Source: an optimization exercise on an open RTL-to-GDS flow (aim: small area and a short achievable clock period). Production flows keep margins and buffers that such runs may drop.
In this exercise RTL edits were held to simulation tests only and were not proved equivalent to the original.
Power and IR drop assume default switching activity.

Setup of v6:
Design cpu6, start of the top module:
module cpu6 (
    input  logic        clock,
    input  logic        reset,
    input  logic [33:0] uop,
    input  logic [7:0]  data_in,
    output logic        write_en,
    output logic [18:0] address,
    output logic [7:0]  data_out
);
    wire [2:0] u_dp_src   = uop[33:31];
    wire [1:0] u_alu_src  = uop[30:29];
    wire [2:0] u_func     = uop[28:26];
    wire       u_dest     = uop[25];
    wire [1:0] u_carry    = uop[24:23];
    wire [1:0] u_load     = uop[22:21];
    wire [2:0] u_addr     = uop[20:18];
    wire [1:0] u_store    = uop[17:16];
    wire [7:0] u_const    = uop[15:8];
    wire [3:0] u_ra       = uop[7:4];
    wire [3:0] u_rb       = uop[3:0];
    logic        e_d_swap, e_d_mhi, e_d_mlo, e_d_rd;   
    logic [7:0]  e_const;                               
    logic        e_arith;                               
    logic [2:0]  e_func;
    logic        e_dest;                                
    logic [3:0]  e_rb;
    logic        e_carry_upd;
    logic        e_cin_one, e_cin_flag;
    logic        e_ld_result, e_ld_mar, e_ld_pb;
    logic        e_war_hi, e_war_lo, e_war_inc, e_mar_inc, e_swap;
    logic        e_pt_write, e_bus_write, e_bus_read;
    logic [7:0]  e_r;
    logic [7:0]  e_s;
    logic [7:0]  regs [16];
    logic [7:0]  result;
    logic [7:0]  swap_reg;
    logic        carry;
    logic [15:0] mar;
    logic [15:0] war;
    logic [2:0]  page_base;
  ...
clock: 6.5 ns
lec_check: 0
cap_margin: 20
core_margin: 2
core_utilization: 55
cts_cluster_diameter: 100
cts_cluster_size: 24
setup_slack_margin: 3.7
slew_margin: 20
tns_end_percent: 10
run.sh (not shown) runs the stock make flow with config.mk's settings and CLKGATE_MAP_FILE= SYNTH_SCRIPT=/design/flow/synth_recipe.tcl, a recipe that flattens the netlist after the stock synthesis.
For v7, these inputs were changed with respect to v6:
-- flow/design.v --
<<< v6, line 313
        end
    end
    logic [31:0] w_row;
    logic [7:0]  w_col;
    wire         u_pt_write = (u_store == 2'd1);
    always_ff @(posedge clock or posedge reset) begin
        if (reset) w_row <= 32'd0;
        else       w_row <= {32{u_pt_write}} & mh_next_oh;
    end
    always_ff @(posedge clock) begin
        w_col <= pb_next_oh;
    end
    always_ff @(posedge clock) begin
        for (int i = 0; i < 32; i++) begin
            for (int j = 0; j < 8; j++) begin
                if (w_row[i] && w_col[j]) page_table[i*8+j] <= result;
            end
        end
>>> v7, line 313
        end
    end
    logic [31:0] w_row_n;
    logic [7:0]  w_col_n;
    wire         u_pt_write = (u_store == 2'd1);
    always_ff @(posedge clock or posedge reset) begin
        if (reset) w_row_n <= '1;
        else       w_row_n <= ~({32{u_pt_write}} & mh_next_oh);
    end
    always_ff @(posedge clock) begin
        w_col_n <= ~pb_next_oh;
    end
    logic [7:0] pt_data [4];
    always_ff @(posedge clock) begin
        for (int k = 0; k < 4; k++) begin
            if (u_pt_write && (|mh_next_oh[k*8 +: 8])) pt_data[k] <= result_next;
        end
    end
    always_ff @(posedge clock) begin
        for (int i = 0; i < 32; i++) begin
            for (int j = 0; j < 8; j++) begin
                if (!(w_row_n[i] || w_col_n[j])) page_table[i*8+j] <= pt_data[i/8];
            end
        end
==> comparison <==
Looking at detailed-routing iteration count for the pre-antenna-repair pass, v7 sits 1 above v6. Changes observed in v7 relative to v6: fraction of power spent switching nets up 0.41 points; final critical path time including I/O delays and setup increased by 0.46 ns relative to the old numbers. v7 ends up with higher growth of design area from synthesis to finish than v6 does. v7 | status: complete | timing, DRC, antenna: pass. Any difference in fraction of synthesis flops using an asynchronous set or reset pin between v6 and v7 is small enough to ignore. [compare] base=v6 new=v7: sequential power has decreased; synthesized area per cell decreased 0.077 um2. The hold slack was comparable across v6 and v7. Diff v6 -> v7: number of global-route vias before repair climbed 3,700, final period utilization climbed 7.1 points. Re placed cell count: v6 and v7 aren't equal, and the lower value belongs to v6. Number of sequential cells in the layout in v7 vs v6: up 32.

---

cpu6, a different RTL version from the one above (not shown whole).
Size: about 5700 cells after synthesis, roughly 72 I/O pins, roughly 0.092 mm2 of cells after synthesis.
Settings: LEC_CHECK=0, CAP_MARGIN=20, CORE_MARGIN=2, CORE_UTILIZATION=55, CTS_CLUSTER_DIAMETER=100, CTS_CLUSTER_SIZE=24, SETUP_SLACK_MARGIN=3.7, SLEW_MARGIN=20, TNS_END_PERCENT=10; clock period 6.5 ns.
==> next run, changes <==
--- a/flow/design.v
+++ b/flow/design.v
@@ -314,42 +314,44 @@
     end
     logic [31:0] w_row_n;
     logic [7:0]  w_col_n;
     wire         u_pt_write = (u_store == 2'd1);
     always_ff @(posedge clock or posedge reset) begin
         if (reset) w_row_n <= '1;
         else       w_row_n <= ~({32{u_pt_write}} & mh_next_oh);
     end
     always_ff @(posedge clock) begin
         w_col_n <= ~pb_next_oh;
     end
-    logic [7:0] pt_data;
+    logic [7:0] pt_data [4];
     always_ff @(posedge clock) begin
-        if (u_pt_write) pt_data <= result_next;
+        for (int k = 0; k < 4; k++) begin
+            if (u_pt_write && (|mh_next_oh[k*8 +: 8])) pt_data[k] <= result_next;
+        end
     end
     always_ff @(posedge clock) begin
         for (int i = 0; i < 32; i++) begin
             for (int j = 0; j < 8; j++) begin
-                if (!(w_row_n[i] || w_col_n[j])) page_table[i*8+j] <= pt_data;
+                if (!(w_row_n[i] || w_col_n[j])) page_table[i*8+j] <= pt_data[i/8];
             end
         end
     end
-    logic [7:0] col [8];
+    logic [7:0] row [32];
     logic [7:0] lookup;
     always_comb begin
-        for (int j = 0; j < 8; j++) begin
-            col[j] = 8'd0;
-            for (int i = 0; i < 32; i++) col[j] = col[j] | ({8{mh_next_oh[i]}} & page_table[i*8+j]);
+        for (int i = 0; i < 32; i++) begin
+            row[i] = 8'd0;
+            for (int j = 0; j < 8; j++) row[i] = row[i] | ({8{pb_next_oh[j]}} & page_table[i*8+j]);
         end
         lookup = 8'd0;
-        for (int j = 0; j < 8; j++) lookup = lookup | ({8{pb_next_oh[j]}} & col[j]);
+        for (int i = 0; i < 32; i++) lookup = lookup | ({8{mh_next_oh[i]}} & row[i]);
     end
     wire same_page  = e_mar_inc ? !mar_lo_full : (!e_ld_mar || (war[15:11] == mar[15:11]));
     wire same_index = same_page && (!e_ld_pb || (result[2:0] == page_base));
     always_ff @(posedge clock) begin
         if (e_pt_write && same_index) entry <= result;
         else                          entry <= lookup;
     end
     assign address = {entry, mar[10:0]};
     always_ff @(posedge clock or posedge reset) begin
         if (reset) begin
             data_out      <= 8'd0;
After rerunning: The changed run went through all stages and came out clean; global-route usage shrinks by 6.6 points; via count shrinks by a few percent; synthesized area grows slightly; routed wire length shrinks by roughly a tenth; fmax shrinks by a few percent; sequential power grows by a few percent; power grows by roughly a tenth; critical path depth shrinks by 2; hold slack improved by 0.011 ns.

-- re-timing with driven ports --
The results above use ideal ports. As a check the final layouts listed here were re-extracted and re-timed, cells and wires unchanged. Step 1 sets driving cells, clkbuf_16 on the clock port and buf_2 on the other inputs (assumed; they add their load-dependent delay and slew). Step 2 adds t to the input delays and takes it off the output delays; t is the mean of the earliest and latest rising clock arrival at the registers after step 1. Input paths then give back, and output paths get back, about the clock's delay inside the block. Three values: no drivers, after step 1, after step 2; two values: the first two.
run	t (ns)	slack for setup (ns)	latest minus earliest clock arrival (ns)	worst register clock-pin slew, ns
v6	0.885	3.426 / 3.381 / 2.629	0.078 / 0.078	0.11 / 0.11
v7	0.917	2.962 / 2.962 / 2.678	0.087 / 0.087	0.11 / 0.11
the first run of note 2	0.890	3.199 / 3.199 / 2.642	0.056 / 0.056	0.10 / 0.10
the second run of note 2	0.864	3.105 / 3.105 / 2.474	0.076 / 0.076	0.11 / 0.11
After both steps every run listed still meets setup and hold. For v6, which loses most, drivers alone change the setup slack by -0.045 ns; drivers and shift together by -0.797 ns.
